Source: an optimization exercise on an open RTL-to-GDS flow (aim: small area, a short achievable clock period and few clock cycles). Production flows keep margins and buffers that such runs may drop.
Only simulation tests tie the RTL to the original design; equivalence was not proved.
Power figures rest on the tool's default switching activity, not on a simulated workload.

`flow/design.v`:
```
`default_nettype none
module ble_div4_step #(
  parameter int W = 7
) (
  input  wire logic [W-1:0] t,
  input  wire logic [W-1:0] d1,
  input  wire logic [W-1:0] d2,
  input  wire logic [W-1:0] d3,
  output logic [1:0]        digit,
  output logic [W-1:0]      rem
);
  logic [W:0] s1, s2, s3;
  assign s1 = {1'b0, t} - {1'b0, d1};
  assign s2 = {1'b0, t} - {1'b0, d2};
  assign s3 = {1'b0, t} - {1'b0, d3};
  always_comb begin
    if (!s3[W]) begin
      digit = 2'd3;
      rem = s3[W-1:0];
    end else if (!s2[W]) begin
      digit = 2'd2;
      rem = s2[W-1:0];
    end else if (!s1[W]) begin
      digit = 2'd1;
      rem = s1[W-1:0];
    end else begin
      digit = 2'd0;
      rem = t;
    end
  end
endmodule
`default_nettype wire
`default_nettype none
module battery_level_estimator (
  input  wire logic        clk,
  input  wire logic        rst_n,
  input  wire logic        in_valid,
  output logic             in_ready,
  input  wire logic [11:0] in_raw_sample,
  input  wire logic        in_sample_ok,
  output logic             out_valid,
  input  wire logic        out_ready,
  output logic [13:0]      out_filtered_mv,
  output logic [13:0]      out_cell_mv,
  output logic [11:0]      out_average_raw,
  output logic [6:0]       out_charge_percent,
  output logic             out_status,
  input  wire logic        cfg_we,
  input  wire logic [2:0]  cfg_index,
  input  wire logic [11:0] cfg_wdata
);
  logic [3:0]  lenm1_r, lenm1_n;
  logic [11:0] fs_r;
  logic [2:0]  num_r, den_r;
  logic [4:0]  ema_r;
  logic [13:0] fs3_r;    
  always_comb begin
    lenm1_n = lenm1_r;
    if (cfg_we && cfg_index == 3'd0) begin
      if (cfg_wdata[4:0] == 5'd0) lenm1_n = 4'd0;
      else if (cfg_wdata[4] && cfg_wdata[3:0] != 4'd0) lenm1_n = 4'd15;
      else lenm1_n = 4'(cfg_wdata[4:0] - 5'd1);
    end
  end
  always_ff @(posedge clk) begin
    if (!rst_n) begin
      lenm1_r <= 4'd15;
      fs_r <= 12'd2450;
      num_r <= 3'd2;
      den_r <= 3'd1;
      ema_r <= 5'd4;
    end else begin
      lenm1_r <= lenm1_n;
      if (cfg_we) begin
        case (cfg_index)
          3'd1: fs_r <= cfg_wdata;
          3'd2: num_r <= cfg_wdata[2:0];
          3'd3: den_r <= (cfg_wdata[2:0] == 3'd0) ? 3'd1 : cfg_wdata[2:0];
          3'd4: ema_r <= (cfg_wdata[4:0] == 5'd0) ? 5'd1 : cfg_wdata[4:0];
          default: ;
        endcase
      end
    end
    fs3_r <= {2'd0, fs_r} + {1'b0, fs_r, 1'b0};
  end
  logic [3:0]  pos_r, pos_n;
  logic [15:0] sum_r, sum_add;
  logic [4:0]  cnt_r, cnt_add;
  logic [5:0]  cnt3_r, cnt3_add;
  logic        last_r, accept, load, s1_free, s2_free;
  assign in_ready = ~last_r | s1_free;
  assign accept = in_valid & in_ready;
  assign load = accept & last_r;
  assign sum_add = sum_r + (in_sample_ok ? {4'd0, in_raw_sample} : 16'd0);
  assign cnt_add = cnt_r + {4'd0, in_sample_ok};
  assign cnt3_add = cnt3_r + (in_sample_ok ? 6'd3 : 6'd0);
  always_comb begin
    pos_n = pos_r;
    if (accept) pos_n = last_r ? 4'd0 : pos_r + 4'd1;
  end
  always_ff @(posedge clk) begin
    if (!rst_n) begin
      pos_r <= 4'd0;
      sum_r <= 16'd0;
      cnt_r <= 5'd0;
      cnt3_r <= 6'd0;
      last_r <= 1'b0;
    end else begin
      pos_r <= pos_n;
      last_r <= (pos_n == lenm1_n);
      if (accept) begin
        sum_r <= last_r ? 16'd0 : sum_add;
        cnt_r <= last_r ? 5'd0 : cnt_add;
        cnt3_r <= last_r ? 6'd0 : cnt3_add;
      end
    end
  end
  localparam logic [2:0] S1_IDLE = 3'd0, S1_AVG = 3'd1, S1_MUL = 3'd2, S1_SCALE = 3'd3,
                         S1_HOLD = 3'd4;
  logic [2:0]  st1_r, st1_n;
  logic [1:0]  cyc1_r, cyc1_n;
  logic [11:0] R1_r, R1_n;     
  logic [11:0] A1_r, A1_n;     
  logic [14:0] Q1_r, Q1_n;     
  logic [4:0]  n_r, n_n;
  logic [5:0]  n3_r, n3_n;
  logic        handoff;
  logic [6:0]  a_t0, a_t1, a_r0, a_r1;
  logic [1:0]  a_q0, a_q1;
  logic [11:0] mp;
  logic [11:0] mq;
  logic [13:0] ms, madd;
  logic        sc_c;
  logic [14:0] sc_x;
  assign a_t0 = {1'b0, R1_r[3:0], A1_r[11:10]};
  ble_div4_step #(.W(7)) u_avg0 (.t(a_t0), .d1({2'd0, n_r}), .d2({1'b0, n_r, 1'b0}),
                                 .d3({1'b0, n3_r}), .digit(a_q0), .rem(a_r0));
  assign a_t1 = {1'b0, a_r0[3:0], A1_r[9:8]};
  ble_div4_step #(.W(7)) u_avg1 (.t(a_t1), .d1({2'd0, n_r}), .d2({1'b0, n_r, 1'b0}),
                                 .d3({1'b0, n3_r}), .digit(a_q1), .rem(a_r1));
  assign handoff = (st1_r == S1_HOLD) & s2_free;
  assign s1_free = (st1_r == S1_IDLE) | handoff;
  always_comb begin
    st1_n = st1_r;
    cyc1_n = cyc1_r;
    R1_n = R1_r;
    A1_n = A1_r;
    Q1_n = Q1_r;
    n_n = n_r;
    n3_n = n3_r;
    mp = '0; mq = '0; ms = '0; madd = '0;
    sc_c = 1'b0; sc_x = '0;
    case (st1_r)
      S1_AVG: begin
        R1_n = {8'd0, a_r1[3:0]};
        A1_n = {A1_r[7:0], a_q0, a_q1};
        cyc1_n = cyc1_r + 2'd1;
        if (cyc1_r == 2'd2) begin
          R1_n = 12'd0;
          cyc1_n = 2'd0;
          st1_n = (n_r == 5'd0) ? S1_HOLD : S1_MUL;
        end
      end
      S1_MUL: begin
        mp = R1_r;
        mq = Q1_r[11:0];
        for (int i = 0; i < 2; i++) begin
          case (A1_r[2*i+1 -: 2])
            2'd0: madd = 14'd0;
            2'd1: madd = {2'd0, fs_r};
            2'd2: madd = {1'b0, fs_r, 1'b0};
            default: madd = fs3_r;
          endcase
          ms = {2'd0, mp} + madd;
          mq = {ms[1:0], mq[11:2]};
          mp = ms[13:2];
        end
        R1_n = mp;
        Q1_n = {3'd0, mq};
        A1_n = {A1_r[3:0], A1_r[11:4]};
        cyc1_n = cyc1_r + 2'd1;
        if (cyc1_r == 2'd2) begin
          st1_n = S1_SCALE;
          cyc1_n = 2'd0;
        end
      end
      S1_SCALE: begin
        sc_c = ({1'b0, Q1_r[11:0]} + {1'b0, R1_r}) >= 13'd4095;
        sc_x = ({3'd0, R1_r} & {15{num_r[0]}}) + ({2'd0, R1_r, 1'b0} & {15{num_r[1]}})
             + ({1'b0, R1_r, 2'b0} & {15{num_r[2]}}) + (sc_c ? {12'd0, num_r} : 15'd0);
        Q1_n = sc_x;
        st1_n = S1_HOLD;
      end
      S1_HOLD: if (handoff) st1_n = S1_IDLE;
      default: ;
    endcase
    if (load) begin
      st1_n = S1_AVG;
      cyc1_n = 2'd0;
      R1_n = {8'd0, sum_add[15:12]};
      A1_n = sum_add[11:0];
      n_n = cnt_add;
      n3_n = cnt3_add;
    end
  end
  always_ff @(posedge clk) begin
    if (!rst_n) begin
      st1_r <= S1_IDLE;
      cyc1_r <= 2'd0;
    end else begin
      st1_r <= st1_n;
      cyc1_r <= cyc1_n;
    end
    R1_r <= R1_n;
    A1_r <= A1_n;
    Q1_r <= Q1_n;
    n_r <= n_n;
    n3_r <= n3_n;
  end
  localparam logic [1:0] S2_IDLE = 2'd0, S2_DEN = 2'd1, S2_PREP = 2'd2, S2_EMA = 2'd3;
  logic [1:0]  st2_r, st2_n;
  logic [1:0]  cyc2_r, cyc2_n;
  logic [15:0] Q2_r, Q2_n;     
  logic [4:0]  R2_r, R2_n;
  logic [4:0]  d_r, d_n;       
  logic [6:0]  d3_r, d3_n;
  logic [11:0] avg2_r, avg2_n;
  logic        empty2_r, empty2_n;
  logic        neg_r, neg_n;
  logic [13:0] o_filt, o_cell;
  logic [11:0] o_avg;
  logic [6:0]  o_pct;
  logic        o_status, o_valid;
  logic        p1_r, p2_r;
  logic [3:0]  pk_r;
  logic [8:0]  px_r;
  logic        own_ok;
  logic        wr_out, wr_filt, pct_go;
  logic [11:0] avg_d;
  logic [13:0] cell_d, filt_d;
  logic        status_d;
  logic [6:0]  b_t0, b_t1, b_r0, b_r1;
  logic [1:0]  b_q0, b_q1;
  logic [13:0] cell_v;
  logic [14:0] diff;
  logic [13:0] eq;
  assign b_t0 = {R2_r, Q2_r[15:14]};
  ble_div4_step #(.W(7)) u_div0 (.t(b_t0), .d1({2'd0, d_r}), .d2({1'b0, d_r, 1'b0}),
                                 .d3(d3_r), .digit(b_q0), .rem(b_r0));
  assign b_t1 = {b_r0[4:0], Q2_r[13:12]};
  ble_div4_step #(.W(7)) u_div1 (.t(b_t1), .d1({2'd0, d_r}), .d2({1'b0, d_r, 1'b0}),
                                 .d3(d3_r), .digit(b_q1), .rem(b_r1));
  assign own_ok = ~p1_r & ~p2_r & (~o_valid | out_ready);
  assign s2_free = (st2_r == S2_IDLE) | (st2_r == S2_EMA && cyc2_r == 2'd3);
  always_comb begin
    st2_n = st2_r;
    cyc2_n = cyc2_r;
    Q2_n = Q2_r;
    R2_n = R2_r;
    d_n = d_r;
    d3_n = d3_r;
    avg2_n = avg2_r;
    empty2_n = empty2_r;
    neg_n = neg_r;
    wr_out = 1'b0;
    wr_filt = 1'b0;
    pct_go = 1'b0;
    avg_d = avg2_r;
    cell_d = 14'd0;
    status_d = empty2_r;
    filt_d = 14'd0;
    cell_v = '0;
    diff = '0;
    eq = '0;
    case (st2_r)
      S2_DEN: begin
        Q2_n = {Q2_r[11:0], b_q0, b_q1};
        R2_n = b_r1[4:0];
        cyc2_n = cyc2_r + 2'd1;
        if (cyc2_r == 2'd3) st2_n = S2_PREP;
      end
      S2_PREP: if (own_ok) begin
        cell_v = (Q2_r[15:14] != 2'd0) ? 14'd16383 : Q2_r[13:0];
        wr_out = 1'b1;
        if (empty2_r) begin
          avg_d = 12'd0;
          cell_d = 14'd0;
          pct_go = 1'b1;
          st2_n = S2_IDLE;
        end else begin
          cell_d = cell_v;
          if (o_filt == 14'd0) begin
            wr_filt = 1'b1;
            filt_d = cell_v;
            pct_go = 1'b1;
            st2_n = S2_IDLE;
          end else begin
            diff = {1'b0, cell_v} - {1'b0, o_filt};
            neg_n = diff[14];
            Q2_n = {diff[14] ? 14'(-diff) : diff[13:0], 2'd0};
            R2_n = 5'd0;
            d_n = ema_r;
            d3_n = {2'd0, ema_r} + {1'b0, ema_r, 1'b0};
            cyc2_n = 2'd0;
            st2_n = S2_EMA;
          end
        end
      end
      S2_EMA: begin
        Q2_n = {Q2_r[11:0], b_q0, b_q1};
        R2_n = b_r1[4:0];
        cyc2_n = cyc2_r + 2'd1;
        if (cyc2_r == 2'd3) begin
          eq = {Q2_r[11:0], b_q0};
          wr_filt = 1'b1;
          filt_d = neg_r ? (o_filt - eq) : (o_filt + eq);
          pct_go = 1'b1;
          st2_n = S2_IDLE;
        end
      end
      default: ;
    endcase
    if (handoff) begin
      Q2_n = {1'b0, Q1_r};
      R2_n = 5'd0;
      d_n = {2'd0, den_r};
      d3_n = {2'd0, den_r} + {1'b0, den_r, 1'b0};
      avg2_n = A1_r;
      empty2_n = (n_r == 5'd0);
      cyc2_n = 2'd0;
      st2_n = (n_r == 5'd0) ? S2_PREP : S2_DEN;
    end
  end
  always_ff @(posedge clk) begin
    if (!rst_n) begin
      st2_r <= S2_IDLE;
      cyc2_r <= 2'd0;
    end else begin
      st2_r <= st2_n;
      cyc2_r <= cyc2_n;
    end
    Q2_r <= Q2_n;
    R2_r <= R2_n;
    d_r <= d_n;
    d3_r <= d3_n;
    avg2_r <= avg2_n;
    empty2_r <= empty2_n;
    neg_r <= neg_n;
  end
  logic [3:0]  seg;
  logic [8:0]  segx;
  logic [12:0] segmv;
  logic [6:0]  pbase;
  logic [9:0]  pa, pb, py;
  logic        psub;
  logic [2:0]  pr;
  function automatic [12:0] knee_mv(input [3:0] k);
    case (k)
      4'd0: knee_mv = 13'd4200;  4'd1: knee_mv = 13'd4100;  4'd2: knee_mv = 13'd4000;
      4'd3: knee_mv = 13'd3950;  4'd4: knee_mv = 13'd3900;  4'd5: knee_mv = 13'd3850;
      4'd6: knee_mv = 13'd3800;  4'd7: knee_mv = 13'd3750;  4'd8: knee_mv = 13'd3700;
      4'd9: knee_mv = 13'd3650;  4'd10: knee_mv = 13'd3600; 4'd11: knee_mv = 13'd3550;
      4'd12: knee_mv = 13'd3500; 4'd13: knee_mv = 13'd3400; 4'd14: knee_mv = 13'd3300;
      default: knee_mv = 13'd3000;
    endcase
  endfunction
  always_comb begin
    seg = 4'd15;
    for (int k = 14; k >= 1; k--) begin
      if (o_filt >= 14'(knee_mv(4'(k)))) seg = 4'(k);
    end
    segmv = knee_mv(seg);
    segx = o_filt[8:0] - segmv[8:0];
    if (o_filt == 14'd0 || o_filt >= 14'd4200) begin
      seg = 4'd0;
      segx = 9'd0;
    end else if (o_filt < 14'd3000) begin
      segx = 9'd0;
    end
  end
  always_comb begin
    pa = 10'd0;
    pb = 10'd0;
    psub = 1'b0;
    case (pk_r)
      4'd1: begin pbase = 7'd92; pa = {px_r[6:0], 3'd0}; end                                  
      4'd2: begin pbase = 7'd85; pa = {px_r[6:0], 3'd0}; pb = {3'd0, px_r[6:0]}; psub = 1'b1; end  
      4'd3: begin pbase = 7'd78; pa = {px_r[5:0], 4'd0}; pb = {2'd0, px_r[6:0], 1'b0}; psub = 1'b1; end  
      4'd4: begin pbase = 7'd70; pa = {px_r[5:0], 4'd0}; end                                  
      4'd5: begin pbase = 7'd62; pa = {px_r[5:0], 4'd0}; end
      4'd6: begin pbase = 7'd55; pa = {px_r[5:0], 4'd0}; pb = {2'd0, px_r[6:0], 1'b0}; psub = 1'b1; end
      4'd7: begin pbase = 7'd48; pa = {px_r[5:0], 4'd0}; pb = {2'd0, px_r[6:0], 1'b0}; psub = 1'b1; end
      4'd8: begin pbase = 7'd42; pa = {px_r[6:0], 3'd0}; pb = {1'b0, px_r[6:0], 2'd0}; end      
      4'd9: begin pbase = 7'd35; pa = {px_r[5:0], 4'd0}; pb = {2'd0, px_r[6:0], 1'b0}; psub = 1'b1; end
      4'd10: begin pbase = 7'd28; pa = {px_r[5:0], 4'd0}; pb = {2'd0, px_r[6:0], 1'b0}; psub = 1'b1; end
      4'd11: begin pbase = 7'd20; pa = {px_r[5:0], 4'd0}; end
      4'd12: begin pbase = 7'd14; pa = {px_r[6:0], 3'd0}; pb = {1'b0, px_r[6:0], 2'd0}; end
      4'd13: begin pbase = 7'd8; pa = {1'b0, px_r[6:0], 2'd0}; pb = {2'd0, px_r[6:0], 1'b0}; end  
      4'd14: begin pbase = 7'd4; pa = {1'b0, px_r[6:0], 2'd0}; end                             
      4'd15: pbase = 7'd0;
      default: pbase = 7'd100;
    endcase
    py = psub ? (pa - pb) : (pa + pb);
    if (pk_r == 4'd15)
      pr = (px_r >= 9'd225) ? 3'd3 : (px_r >= 9'd150) ? 3'd2 : (px_r >= 9'd75) ? 3'd1 : 3'd0;
    else
      pr = (py >= 10'd700) ? 3'd7 : (py >= 10'd600) ? 3'd6 : (py >= 10'd500) ? 3'd5 :
           (py >= 10'd400) ? 3'd4 : (py >= 10'd300) ? 3'd3 : (py >= 10'd200) ? 3'd2 :
           (py >= 10'd100) ? 3'd1 : 3'd0;
  end
  always_ff @(posedge clk) begin
    if (!rst_n) begin
      o_valid <= 1'b0;
      o_filt <= 14'd0;
      p1_r <= 1'b0;
      p2_r <= 1'b0;
    end else begin
      o_valid <= (o_valid & ~out_ready) | p2_r;
      p1_r <= pct_go;
      p2_r <= p1_r;
      if (wr_filt) o_filt <= filt_d;
    end
    if (wr_out) begin
      o_avg <= avg_d;
      o_cell <= cell_d;
      o_status <= status_d;
    end
    if (p1_r) begin
      pk_r <= seg;
      px_r <= segx;
    end
    if (p2_r) o_pct <= pbase + {4'd0, pr};
  end
  assign out_valid = o_valid;
  assign out_filtered_mv = o_filt;
  assign out_cell_mv = o_cell;
  assign out_average_raw = o_avg;
  assign out_charge_percent = o_pct;
  assign out_status = o_status;
endmodule
`default_nettype wire
```
`flow/constraint.sdc`:
```
create_clock -name core_clock -period 10.0 [get_ports {clk}]
set_input_delay 2.0000 -clock core_clock [delete_from_list [all_inputs] [get_ports {clk}]]
set_output_delay 2.0000 -clock core_clock [all_outputs]
set_load 0.01 [all_outputs]
```
`flow/run.sh`:
```
#!/bin/bash
# synth_recipe.tcl (not shown) runs the flow's synth.tcl, then flattens the netlist and writes it again
# the make line also repeats each setting of config.mk as NAME=value (left out here)
make -C /OpenROAD-flow-scripts/flow DESIGN_CONFIG=/design/flow/config.mk WORK_HOME=/design/flow/orfs CLKGATE_MAP_FILE= SYNTH_SCRIPT=/design/flow/synth_recipe.tcl finish
```
`flow/config.mk`:
```
export PLATFORM = sky130hd
export DESIGN_NAME = battery_level_estimator
export DESIGN_NICKNAME = battery_level_estimator
export VERILOG_FILES = /design/flow/design.v
export SDC_FILE = /design/flow/constraint.sdc
export NUM_CORES = 4
export LEC_CHECK = 0
export CAP_MARGIN = 20
export CORE_MARGIN = 2
export CORE_UTILIZATION = 40
export SETUP_SLACK_MARGIN = 5
export SLEW_MARGIN = 20
```
==> metrics.yaml, run 1 <==
drive_gt1_frac: 0.126
async_flop_share: 0
start_util: 0.403
period_needed_ns: 5.78
antenna_found_initial: 0
arrival_ns: 6.10
cellInternalPower_mw: 2.86
gr-total-overflow: 0
path_class: "reg2reg"
avgSynthCellArea_sq_um: 8.57
fp.dieW_um: 231
cpPeakStageDelay_ns: 0.44
min_path_type: "reg2reg"
num_rows: 83
cts-buffers-inserted: 30
cp-startpoint: "R1_r[0]"
fin_tns_setup_ns: 0
clock_sinks: 242
synth-edff-count: 127
combPwrFrac: 0.493
hold_start: "d_r[4]"
ys_types: 86
wl_per_cell_um: 17.4
root_buffer: "clkbuf_16"
cts_max_path_buffers: 3
start_kind: "register"
coreArea_sq_mm: 0.0511
ys_seq_area_frac: 0.297
pre_cts_ws_ns: 3.72
firstDrtPassIters: 5
rr_startpoint: "R1_r[0]"
postCtsHoldBufs: 0
grt_pass1_wl_um: 89800
yosysWarnings: 2
cap_violations: 0
hold_viol: 0
grt_max_degree: 84
cpMostUsedCell: "a21o_1"
gp_congestion: 0.876
die-area_sq_mm: 0.0533
p_leak_nw: 10.2
synth_fp_nets: 2696
p_sw_frac: 0.390
period_share: 0.578
top_level_ports: 83
diodes: 0
dp_hpwl_um: 41000
ys_ff_latch: 242
cellPowerDensity_mw_per_mm2: 193
vias: 17800
skew_ns: 0.0177
routed.top_layer: "met4"
final_cell_mix: "nand2_1 (226), ha_1 (219), nor2_1 (200), inv_1 (164), a21oi_1 (150)"
via_per_inst: 5.52
h-tree-depth: 1
syn_area_sq_mm: 0.0206
wl_um: 56100
critPathTopFamily: "compound AO/OA/AOI/OAI gates"
layout_commonest_cell: "nand2_1"
drcViolationCount: 0
drv_slew: 0
drtIter0Drc: 1134
port_buffers: 82
critical_path_required_ns: 10.31
cts_tree: "built"
clock_power_share: 0.242
wl_met2_um: 26400
switchingPower_mw: 1.83
dieHeight_um: 231
area_delta_synth_final_pct: 18.3
timing.fmax_mhz: 173
setup_viol_count_final: 0
relSlewSlack: 0.402
netlist_instances: 2400
crit_fanout: 2
seq_power_share: 0.265
cts.clk_slew.worst_paths_ns: 0.06
grt_usage: 0.205
clk_latency_ns: 0.60
path_buf_inv: 2
outcome: "complete, no violations"
worst_slack_ns: 4.22
wl_met3_um: 2540
wl_met1_um: 25700
nNetsFinal: 2816
ys.flop_type: "edfxtp_1"
grt_pass1_vias: 17200
antenna_left: 0
worstMarginPinSlew_ns: 0.897
rsz0062_at_grt: "true"
vdd_drop_max_mv: 0.150
slowest_stage: "edfxtp_1"
end_kind: "register"
area by class of cell:
type	count	area [sq um]
Clock inverter	10	114
Multi-Input combinational cell	1890	14000
Fill cell	4906	26700
Inverter	175	673
Timing Repair inverter	1	5.00
Sequential cell	242	6130
Clock buffer	46	947
Timing Repair Buffer	180	1580
Tap cell	680	851
what timing repair did:
action                     4_1_cts  5_1_grt
pin swaps                       25       45
gates cloned                     1        0
setup buffers                   49       33
resized for setup               60       82
setup endpoints to repair       53       69
power by group through the flow:
| stage | Combinational, mW | Sequential (mW) | Clock (mW) |
|---|---|---|---|
| floorplan | 1.58 | 1.22 | 0 |
| CTS | 2.15 | 1.24 | 1.16 |
| global route | 2.57 | 1.25 | 1.19 |
| global placement | 1.97 | 1.27 | 0 |
| detailed placement | 2.01 | 1.27 | 0 |
| finish | 2.31 | 1.24 | 1.14 |
cells in the mapped netlist, types with 8 or more instances:
| cell | count | area, sq um |
|---|---|---|
| nand3_1 | 38 | 190 |
| nor3_1 | 53 | 265 |
| a211oi_1 | 12 | 90.1 |
| a22oi_1 | 21 | 158 |
| mux2i_1 | 32 | 320 |
| nand2_1 | 231 | 867 |
| o21bai_1 | 12 | 90.1 |
| a211o_1 | 8 | 70.1 |
| nor2_1 | 204 | 766 |
| o31ai_1 | 11 | 82.6 |
| xor2_1 | 55 | 482 |
| o21a_1 | 30 | 225 |
| o211ai_1 | 10 | 75.1 |
| clkbuf_1 | 79 | 297 |
| nor4_1 | 11 | 68.8 |
| edfxtp_1 | 127 | 3810 |
| o21ai_0 | 139 | 696 |
| mux2_2 | 24 | 270 |
| and3_1 | 16 | 100 |
| or3_1 | 12 | 75.1 |
| o41ai_1 | 9 | 78.8 |
| fa_1 | 37 | 741 |
| or2_2 | 12 | 75.1 |
| and2_1 | 57 | 357 |
| a21oi_1 | 169 | 846 |
| ha_1 | 226 | 2830 |
| a21boi_0 | 29 | 218 |
| a21o_1 | 51 | 383 |
| inv_1 | 173 | 649 |
| o22ai_1 | 11 | 68.8 |
| a22o_1 | 29 | 254 |
| nand2b_1 | 34 | 213 |
| dfxtp_1 | 115 | 2300 |
| a31oi_1 | 23 | 144 |
| o21ai_1 | 10 | 50.1 |
| xnor2_1 | 108 | 946 |
| nor2b_1 | 59 | 369 |
sequential cells by signal, indices dropped and copies added (netlist names), 12 cells and up:
name and count:
fs3_r 14, A1_r 12, Q1_r 15, o_cell 14, o_filt 14, sum_r 16, fs_r 12, o_avg 12
Q2_r 16, R1_r 12, avg2_r 12
per-stage QoR:
step	power (mW)	cells	util	hold slack, ns	cell area (sq um)
floorplan	2.80	2400	-	0.400	20700
global placement	3.24	3085	0.432	0.443	22100
detailed placement	3.28	3085	0.432	0.448	22100
CTS	4.55	3191	0.465	0.457	23700
global route	5.02	3224	0.476	0.479	24300
finish	4.69	3224	0.476	0.456	24300
per-layer routing:
layer | GRT usage | up-vias
met4 | 0.0591 | 0
li1 | - | 8764
met5 | 0 | -
met1 | 0.276 | 8482
met2 | 0.344 | 443
met3 | 0.0273 | 93
path summary, 6_finish.rpt:
| path | slack (ns) | cells after the start | end |
|---|---|---|---|
| max | 4.22 | 28 | Q1_r[14] |
| min | 0.46 | 2 | d_r[4] |
| max reg2reg | 4.22 | 28 | Q1_r[14] |
| min reg2reg | 0.46 | 2 | d_r[4] |
tightest hold or removal path, stage by stage (launching register included):
cell and delay (ns):
dfxtp_1 0.31, nand2_1 0.05, a21oi_1 0.05
cell families (layout without fill, tap and decap cells):
kind of cell / count (synthesis) / count (layout) / synth area share
compound gates: 641 / 641 / 0.203
mux: 56 / 56 / 0.0287
buf+inv: 268 / 412 / 0.0494
fa+ha+maj: 264 / 264 / 0.174
simple gates: 766 / 766 / 0.178
flops: 242 / 242 / 0.297
xor+xnor: 163 / 163 / 0.0694
Testbench counts, summed over its fixed seeds: cycles 8,434.
==> run 2: changes to the inputs <==
--- a/flow/design.v
+++ b/flow/design.v
@@ -87,8 +87,8 @@
   logic [15:0] sum_r, sum_add;
   logic [4:0]  cnt_r, cnt_add;
   logic [5:0]  cnt3_r, cnt3_add;
-  logic        last_r, accept, load, s1_free, s2_free;
-  assign in_ready = ~last_r | s1_free;
+  logic        last_r, accept, load, s1_free, s2_free, inrdy_r, inrdy_n;
+  assign in_ready = inrdy_r;
   assign accept = in_valid & in_ready;
   assign load = accept & last_r;
   assign sum_add = sum_r + (in_sample_ok ? {4'd0, in_raw_sample} : 16'd0);
@@ -115,13 +115,13 @@
       end
     end
   end
-  localparam logic [2:0] S1_IDLE = 3'd0, S1_AVG = 3'd1, S1_MUL = 3'd2, S1_SCALE = 3'd3,
+  localparam logic [2:0] S1_IDLE = 3'd0, S1_AVG = 3'd1, S1_MUL = 3'd2, S1_ADC = 3'd3,
                          S1_HOLD = 3'd4;
   logic [2:0]  st1_r, st1_n;
   logic [1:0]  cyc1_r, cyc1_n;
   logic [11:0] R1_r, R1_n;     
   logic [11:0] A1_r, A1_n;     
-  logic [14:0] Q1_r, Q1_n;     
+  logic [11:0] Q1_r, Q1_n;     
   logic [4:0]  n_r, n_n;
   logic [5:0]  n3_r, n3_n;
   logic        handoff;
@@ -130,8 +130,8 @@
   logic [11:0] mp;
   logic [11:0] mq;
   logic [13:0] ms, madd;
-  logic        sc_c;
   logic [14:0] sc_x;
+  logic [12:0] sc_s;
   assign a_t0 = {1'b0, R1_r[3:0], A1_r[11:10]};
   ble_div4_step #(.W(7)) u_avg0 (.t(a_t0), .d1({2'd0, n_r}), .d2({1'b0, n_r, 1'b0}),
                                  .d3({1'b0, n3_r}), .digit(a_q0), .rem(a_r0));
@@ -139,6 +139,8 @@
   ble_div4_step #(.W(7)) u_avg1 (.t(a_t1), .d1({2'd0, n_r}), .d2({1'b0, n_r, 1'b0}),
                                  .d3({1'b0, n3_r}), .digit(a_q1), .rem(a_r1));
   assign handoff = (st1_r == S1_HOLD) & s2_free;
+  assign sc_x = ({3'd0, R1_r} & {15{num_r[0]}}) + ({2'd0, R1_r, 1'b0} & {15{num_r[1]}})
+              + ({1'b0, R1_r, 2'b0} & {15{num_r[2]}});
   assign s1_free = (st1_r == S1_IDLE) | handoff;
   always_comb begin
     st1_n = st1_r;
@@ -149,7 +151,7 @@
     n_n = n_r;
     n3_n = n3_r;
     mp = '0; mq = '0; ms = '0; madd = '0;
-    sc_c = 1'b0; sc_x = '0;
+    sc_s = '0;
     case (st1_r)
       S1_AVG: begin
         R1_n = {8'd0, a_r1[3:0]};
@@ -176,19 +178,17 @@
           mp = ms[13:2];
         end
         R1_n = mp;
-        Q1_n = {3'd0, mq};
+        Q1_n = mq;
         A1_n = {A1_r[3:0], A1_r[11:4]};
         cyc1_n = cyc1_r + 2'd1;
         if (cyc1_r == 2'd2) begin
-          st1_n = S1_SCALE;
+          st1_n = S1_ADC;
           cyc1_n = 2'd0;
         end
       end
-      S1_SCALE: begin
-        sc_c = ({1'b0, Q1_r[11:0]} + {1'b0, R1_r}) >= 13'd4095;
-        sc_x = ({3'd0, R1_r} & {15{num_r[0]}}) + ({2'd0, R1_r, 1'b0} & {15{num_r[1]}})
-             + ({1'b0, R1_r, 2'b0} & {15{num_r[2]}}) + (sc_c ? {12'd0, num_r} : 15'd0);
-        Q1_n = sc_x;
+      S1_ADC: begin
+        sc_s = {1'b0, Q1_r} + {1'b0, R1_r} + 13'd1;
+        R1_n = R1_r + {11'd0, sc_s[12]};
         st1_n = S1_HOLD;
       end
       S1_HOLD: if (handoff) st1_n = S1_IDLE;
@@ -232,8 +232,7 @@
   logic [6:0]  o_pct;
   logic        o_status, o_valid;
   logic        p1_r, p2_r;
-  logic [3:0]  pk_r;
-  logic [8:0]  px_r;
+  logic [6:0]  px_r;
   logic        own_ok;
   logic        wr_out, wr_filt, pct_go;
   logic [11:0] avg_d;
@@ -321,7 +320,7 @@
       default: ;
     endcase
     if (handoff) begin
-      Q2_n = {1'b0, Q1_r};
+      Q2_n = {1'b0, sc_x};
       R2_n = 5'd0;
       d_n = {2'd0, den_r};
       d3_n = {2'd0, den_r} + {1'b0, den_r, 1'b0};
@@ -331,13 +330,17 @@
       st2_n = (n_r == 5'd0) ? S2_PREP : S2_DEN;
     end
   end
+  assign inrdy_n = ~(pos_n == lenm1_n) | (st1_n == S1_IDLE) |
+                   ((st1_n == S1_HOLD) & ((st2_n == S2_IDLE) | (st2_n == S2_EMA && cyc2_n == 2'd3)));
   always_ff @(posedge clk) begin
     if (!rst_n) begin
       st2_r <= S2_IDLE;
       cyc2_r <= 2'd0;
+      inrdy_r <= 1'b1;
     end else begin
       st2_r <= st2_n;
       cyc2_r <= cyc2_n;
+      inrdy_r <= inrdy_n;
     end
     Q2_r <= Q2_n;
     R2_r <= R2_n;
@@ -348,11 +351,13 @@
     neg_r <= neg_n;
   end
   logic [3:0]  seg;
-  logic [8:0]  segx;
   logic [12:0] segmv;
-  logic [6:0]  pbase;
-  logic [9:0]  pa, pb, py;
-  logic        psub;
+  logic [8:0]  segx;
+  logic [6:0]  pb_n;
+  logic [2:0]  pm_n;
+  logic [6:0]  pb_r;
+  logic [2:0]  pm_r;
+  logic [9:0]  pa, pbb, py;
   logic [2:0]  pr;
   function automatic [12:0] knee_mv(input [3:0] k);
     case (k)
@@ -371,42 +376,52 @@
     end
     segmv = knee_mv(seg);
     segx = o_filt[8:0] - segmv[8:0];
+    case (seg)
+      4'd1: begin pb_n = 7'd92; pm_n = 3'd4; end
+      4'd2: begin pb_n = 7'd85; pm_n = 3'd3; end
+      4'd3: begin pb_n = 7'd78; pm_n = 3'd6; end
+      4'd4: begin pb_n = 7'd70; pm_n = 3'd7; end
+      4'd5: begin pb_n = 7'd62; pm_n = 3'd7; end
+      4'd6: begin pb_n = 7'd55; pm_n = 3'd6; end
+      4'd7: begin pb_n = 7'd48; pm_n = 3'd6; end
+      4'd8: begin pb_n = 7'd42; pm_n = 3'd5; end
+      4'd9: begin pb_n = 7'd35; pm_n = 3'd6; end
+      4'd10: begin pb_n = 7'd28; pm_n = 3'd6; end
+      4'd11: begin pb_n = 7'd20; pm_n = 3'd7; end
+      4'd12: begin pb_n = 7'd14; pm_n = 3'd5; end
+      4'd13: begin pb_n = 7'd8; pm_n = 3'd2; end
+      4'd14: begin pb_n = 7'd4; pm_n = 3'd1; end
+      default: begin
+        pb_n = (o_filt >= 14'd3225) ? 7'd3 : (o_filt >= 14'd3150) ? 7'd2 :
+               (o_filt >= 14'd3075) ? 7'd1 : 7'd0;
+        pm_n = 3'd0;
+      end
+    endcase
     if (o_filt == 14'd0 || o_filt >= 14'd4200) begin
-      seg = 4'd0;
-      segx = 9'd0;
+      pb_n = 7'd100;
+      pm_n = 3'd0;
     end else if (o_filt < 14'd3000) begin
-      segx = 9'd0;
+      pb_n = 7'd0;
+      pm_n = 3'd0;
     end
   end
   always_comb begin
     pa = 10'd0;
-    pb = 10'd0;
-    psub = 1'b0;
-    case (pk_r)
-      4'd1: begin pbase = 7'd92; pa = {px_r[6:0], 3'd0}; end                                  
-      4'd2: begin pbase = 7'd85; pa = {px_r[6:0], 3'd0}; pb = {3'd0, px_r[6:0]}; psub = 1'b1; end  
-      4'd3: begin pbase = 7'd78; pa = {px_r[5:0], 4'd0}; pb = {2'd0, px_r[6:0], 1'b0}; psub = 1'b1; end  
-      4'd4: begin pbase = 7'd70; pa = {px_r[5:0], 4'd0}; end                                  
-      4'd5: begin pbase = 7'd62; pa = {px_r[5:0], 4'd0}; end
-      4'd6: begin pbase = 7'd55; pa = {px_r[5:0], 4'd0}; pb = {2'd0, px_r[6:0], 1'b0}; psub = 1'b1; end
-      4'd7: begin pbase = 7'd48; pa = {px_r[5:0], 4'd0}; pb = {2'd0, px_r[6:0], 1'b0}; psub = 1'b1; end
-      4'd8: begin pbase = 7'd42; pa = {px_r[6:0], 3'd0}; pb = {1'b0, px_r[6:0], 2'd0}; end      
-      4'd9: begin pbase = 7'd35; pa = {px_r[5:0], 4'd0}; pb = {2'd0, px_r[6:0], 1'b0}; psub = 1'b1; end
-      4'd10: begin pbase = 7'd28; pa = {px_r[5:0], 4'd0}; pb = {2'd0, px_r[6:0], 1'b0}; psub = 1'b1; end
-      4'd11: begin pbase = 7'd20; pa = {px_r[5:0], 4'd0}; end
-      4'd12: begin pbase = 7'd14; pa = {px_r[6:0], 3'd0}; pb = {1'b0, px_r[6:0], 2'd0}; end
-      4'd13: begin pbase = 7'd8; pa = {1'b0, px_r[6:0], 2'd0}; pb = {2'd0, px_r[6:0], 1'b0}; end  
-      4'd14: begin pbase = 7'd4; pa = {1'b0, px_r[6:0], 2'd0}; end                             
-      4'd15: pbase = 7'd0;
-      default: pbase = 7'd100;
+    pbb = 10'd0;
+    case (pm_r)
+      3'd1: pa = {1'b0, px_r[6:0], 2'd0};                                    
+      3'd2: begin pa = {1'b0, px_r[6:0], 2'd0}; pbb = {2'd0, px_r[6:0], 1'b0}; end    
+      3'd3: begin pa = {px_r[6:0], 3'd0}; pbb = ~{3'd0, px_r[6:0]}; end      
+      3'd4: pa = {px_r[6:0], 3'd0};                                          
+      3'd5: begin pa = {px_r[6:0], 3'd0}; pbb = {1'b0, px_r[6:0], 2'd0}; end  
+      3'd6: begin pa = {px_r[5:0], 4'd0}; pbb = ~{2'd0, px_r[6:0], 1'b0}; end  
+      3'd7: pa = {px_r[5:0], 4'd0};                                          
+      default: ;
     endcase
-    py = psub ? (pa - pb) : (pa + pb);
-    if (pk_r == 4'd15)
-      pr = (px_r >= 9'd225) ? 3'd3 : (px_r >= 9'd150) ? 3'd2 : (px_r >= 9'd75) ? 3'd1 : 3'd0;
-    else
-      pr = (py >= 10'd700) ? 3'd7 : (py >= 10'd600) ? 3'd6 : (py >= 10'd500) ? 3'd5 :
-           (py >= 10'd400) ? 3'd4 : (py >= 10'd300) ? 3'd3 : (py >= 10'd200) ? 3'd2 :
-           (py >= 10'd100) ? 3'd1 : 3'd0;
+    py = pa + pbb + {9'd0, pm_r == 3'd3 || pm_r == 3'd6};
+    pr = (py >= 10'd700) ? 3'd7 : (py >= 10'd600) ? 3'd6 : (py >= 10'd500) ? 3'd5 :
+         (py >= 10'd400) ? 3'd4 : (py >= 10'd300) ? 3'd3 : (py >= 10'd200) ? 3'd2 :
+         (py >= 10'd100) ? 3'd1 : 3'd0;
   end
   always_ff @(posedge clk) begin
     if (!rst_n) begin
@@ -426,10 +441,11 @@
       o_status <= status_d;
     end
     if (p1_r) begin
-      pk_r <= seg;
-      px_r <= segx;
+      pb_r <= pb_n;
+      pm_r <= pm_n;
+      px_r <= segx[6:0];
     end
-    if (p2_r) o_pct <= pbase + {4'd0, pr};
+    if (p2_r) o_pct <= pb_r + {4'd0, pr};
   end
   assign out_valid = o_valid;
   assign out_filtered_mv = o_filt;
==> run 2 against run 1 <==
Via count decreased by 2.6%; global-route usage grew 0.63 points; power shrank 32%; maximum frequency up 20%; final area fell by 6.3%.
==> metrics.yaml, run 2 <==
outcome: "complete, no violations"  # unchanged
syn_area_sq_mm: 0.0200  # was 0.0206 sq mm
drtIter0Drc: 1297  # was 1,134
cellPowerDensity_mw_per_mm2: 140  # was 193 mW/mm^2
synth-edff-count: 128  # was 127
grt_pass1_wl_um: 87800  # was 89,800 um
num_rows: 81  # was 83
grt_max_degree: 51  # was 84
worstMarginPinSlew_ns: 0.943  # was 0.897 ns
cpPeakStageDelay_ns: 0.43  # was 0.44 ns
ys_seq_area_frac: 0.309  # was 0.297
synth_most_common_cell: "nor2_1"  # was nand2_1
yosys-top-cells-area: "edfxtp_1 (19%), ha_1 (13%), dfxtp_1 (12%), a21oi_1 (5.0%), nor2_1 (4.6%)"  # was edfxtp_1 (19%), ha_1 (14%), dfxtp_1 (11%), xnor2_1 (4.6%), nand2_1 (4.2%)
cts_max_path_buffers: 3  # unchanged
p_leak_nw: 9.54  # was 10.2 nW
root_buffer: "clkbuf_16"  # unchanged
avgSynthCellArea_sq_um: 8.50  # was 8.57 sq um
cts.clk_slew.worst_paths_ns: 0.06  # about the same
crit_fanout: 5  # was 2
ys_types: 83  # was 86
cp-startpoint: "A1_r[10]"  # was R1_r[0]
cts-buffers-inserted: 30  # unchanged
area_delta_synth_final_pct: 14.3  # was 18.3%
top_regs: "Q2_r x16, sum_r x16"  # was Q2_r x16, sum_r x16, Q1_r x15
firstDrtPassIters: 5  # unchanged
p_total_mw: 3.20  # was 4.69 mW
postCtsHoldBufs: 0  # unchanged
placed_cells: 3019  # was 3,085
slowest_stage: "edfxtp_1"  # unchanged
vdd_drop_max_mv: 0.158  # was 0.150 mV
num-fill-cells: 4801  # was 4,906
port_buffers: 82  # unchanged
wl_per_cell_um: 17.8  # was 17.4 um
grt_usage: 0.212  # was 0.205
synthMuxAreaShare: 0.0315  # was 0.0287
start_util: 0.407  # was 0.403
drv_slew: 0  # unchanged
fin_util: 0.465  # was 0.476
cap_violations: 0  # unchanged
fin_tns_setup_ns: 0  # unchanged
critical_path_required_ns: 10.44  # was 10.31 ns
grt_pass1_vias: 16700  # was 17,200
rr_startpoint: "A1_r[10]"  # was R1_r[0]
ys.flop_type: "edfxtp_1"  # unchanged
path_class: "reg2reg"  # unchanged
ys_ff_latch: 244  # was 242
wl_um: 55100  # was 56,100 um
cts_tree: "built"  # unchanged
synthTopCellsByCount: "nor2_1 (243), nand2_1 (222), ha_1 (207)"  # was nand2_1 (231), ha_1 (226), nor2_1 (204)
async_flop_share: 0  # unchanged
end_kind: "register"  # unchanged
via_per_inst: 5.58  # was 5.52
clock_sinks: 244  # was 242
coreArea_sq_mm: 0.0491  # was 0.0511 sq mm
gp_congestion: 0.887  # was 0.876
path_cells: "inv_1, ha_1, inv_1, fa_1, a21o_1, a21o_1, a211o_1, and3_1, mux2_2, mux2i_4, ha_1, nor2b_1, o21a_1, o21a_1, o21ai_0, nand2b_1, nor2b_2, mux2_2, o211ai_1, and3_1"
netlist_instances: 2349  # was 2,400
synth_fp_nets: 2623  # was 2,696
setup_viol_count_final: 0  # unchanged
fin_cells: 3104  # was 3,224
dieHeight_um: 227  # was 231 um
pre_cts_ws_ns: 4.51  # was 3.72 ns
clk_latency_ns: 0.57  # was 0.60 ns
dp_hpwl_um: 41100  # was 41,000 um
relSlewSlack: 0.369  # was 0.402
synth_compound_area_frac: 0.206  # was 0.203
top_level_ports: 83  # unchanged
gr-total-overflow: 0  # unchanged
arrival_ns: 5.27  # was 6.10 ns
drcViolationCount: 0  # unchanged
worst_slack_ns: 5.18  # was 4.22 ns
synth_top_family_by_area: "compound AO/OA/AOI/OAI gates"  # unchanged
min_path_type: "reg2reg"  # unchanged
period_share: 0.482  # was 0.578
skew_ns: 0.00980  # was 0.0177 ns
synth-xor-area-share: 0.0702  # was 0.0694
rsz0062_at_grt: "true"  # unchanged
timing.fmax_mhz: 207  # was 173 MHz
start_kind: "register"  # unchanged
yosysWarnings: 2  # unchanged
hold_start: "fs_r[0]"  # was d_r[4]
synth_area_leader_cell: "edfxtp_1"  # unchanged
layout_commonest_cell: "nor2_1"  # was nand2_1
h-tree-depth: 1  # unchanged
final_cell_mix: "nor2_1 (242), nand2_1 (222), ha_1 (206), a21oi_1 (194), inv_1 (152)"  # was nand2_1 (226), ha_1 (219), nor2_1 (200), inv_1 (164), a21oi_1 (150)
vias: 17300  # was 17,800
yosys.area.top_type_share: 0.193  # was 0.185
drive_gt1_frac: 0.0738  # was 0.126
diodes: 0  # unchanged
synthAdderAreaFrac: 0.165  # was 0.174
antenna_found_initial: 0  # unchanged
antenna_left: 0  # unchanged
die-area_sq_mm: 0.0517  # was 0.0533 sq mm
fp.dieW_um: 227  # was 231 um
nNetsFinal: 2690  # was 2,816
synthSimpleGateAreaFrac: 0.170  # was 0.178
period_needed_ns: 4.82  # was 5.78 ns
hold_viol: 0  # unchanged
## run 2: cells by family after synthesis
logic type / Yosys count
AND/OR/NAND/NOR: 740
AO/OA/AOI/OAI: 649
buffers and inverters: 254
flip-flops: 244
adder cells (fa/ha/maj): 243
XOR/XNOR: 160
multiplexers: 59
## run 2: area by class of cell
type | instances | area, sq um | share of cell area
Multi-Input combinational cell | 1851 | 13000 | 0.569
Sequential cell | 244 | 6170 | 0.271
Timing Repair Buffer | 129 | 1180 | 0.0517
Clock buffer | 44 | 896 | 0.0393
Tap cell | 664 | 831 | 0.0364
Inverter | 160 | 619 | 0.0272
Clock inverter | 12 | 120 | 0.00527
## run 2: worst paths after layout
kind	slack, ns	endpoint	cells past startpoint
max	5.18	R1_r[0]	20
min	0.44	fs3_r[0]	0
max reg2reg	5.18	R1_r[0]	20
min reg2reg	0.44	fs3_r[0]	0
## run 2: metrics by stage
| stage | cell area [sq um] | hold WS [ns] |
|---|---|---|
| final | 22800 | 0.444 |
| after global routing | 22800 | 0.459 |
| after CTS | 22500 | 0.442 |
| after detailed placement | 21400 | 0.435 |
| after global placement | 21400 | 0.430 |
| after floorplan | 20000 | 0.400 |
## run 2: worst max-delay path: cells and delay by family (launching register included)
family / cells / cell delay [ns]
flip-flops: 1 / 0.43
AO/OA/AOI/OAI: 7 / 1.39
multiplexers: 3 / 0.89
AND/OR/NAND/NOR: 5 / 0.89
buffers and inverters: 2 / 0.20
adder cells (fa/ha/maj): 3 / 0.89
## run 2: layer usage
| layer | vias up | wire, um | GRT usage |
|---|---|---|---|
| met3 | 103 | 3150 | 0.0283 |
| met5 | - | 0 | 0 |
| li1 | 8516 | - | - |
| met4 | 0 | 1670 | 0.0658 |
| met2 | 500 | 25800 | 0.361 |
| met1 | 8205 | 24500 | 0.277 |
## run 2: power breakdown
group          internal, mW  switching [mW]  total (mW)
Sequential             1.08          0.0633        1.15
Combinational         0.421           0.518       0.939
Clock                 0.671           0.448        1.12
Total                  2.17            1.03        3.20
## run 2: what timing repair did
item,in CTS,in global routing
pin swaps,0,9
setup endpoints to repair,17,27
resized for setup,5,46
setup buffers,6,23
cloned,0,0
hold endpoints to repair,0,0
Testbench counts of run 2, summed over its fixed seeds: cycles 8,434.

re-timing with driven ports:
No port has a modelled driver above. Below, the same layouts with a new extraction and two added sets of constraints. Step 1 assumes that a clkbuf_16 drives the clock port and a buf_2 every other input. Step 2 moves the port delays by t, midway between the first and last clock arrival at a register: inputs arrive t later, outputs are due t later. That takes back most of the time a late clock gives input paths. Slacks: no drivers / after step 1 / after step 2; pairs: no drivers / after step 1.
run	shift t [ns]	setup WS [ns]	hold WS [ns]	worst setup path after step 2	pins driven straight from the clock port
run 1	0.645	4.215 / 4.215 / 4.215	0.456 / 0.456 / 0.456	register to register	1
run 2	0.624	5.177 / 5.177 / 4.887	0.444 / 0.444 / 0.444	input to register	1
After both steps every run listed still meets setup and hold. For run 2, which loses most, drivers alone change the setup slack by 0.000 ns; drivers and shift together by -0.290 ns.
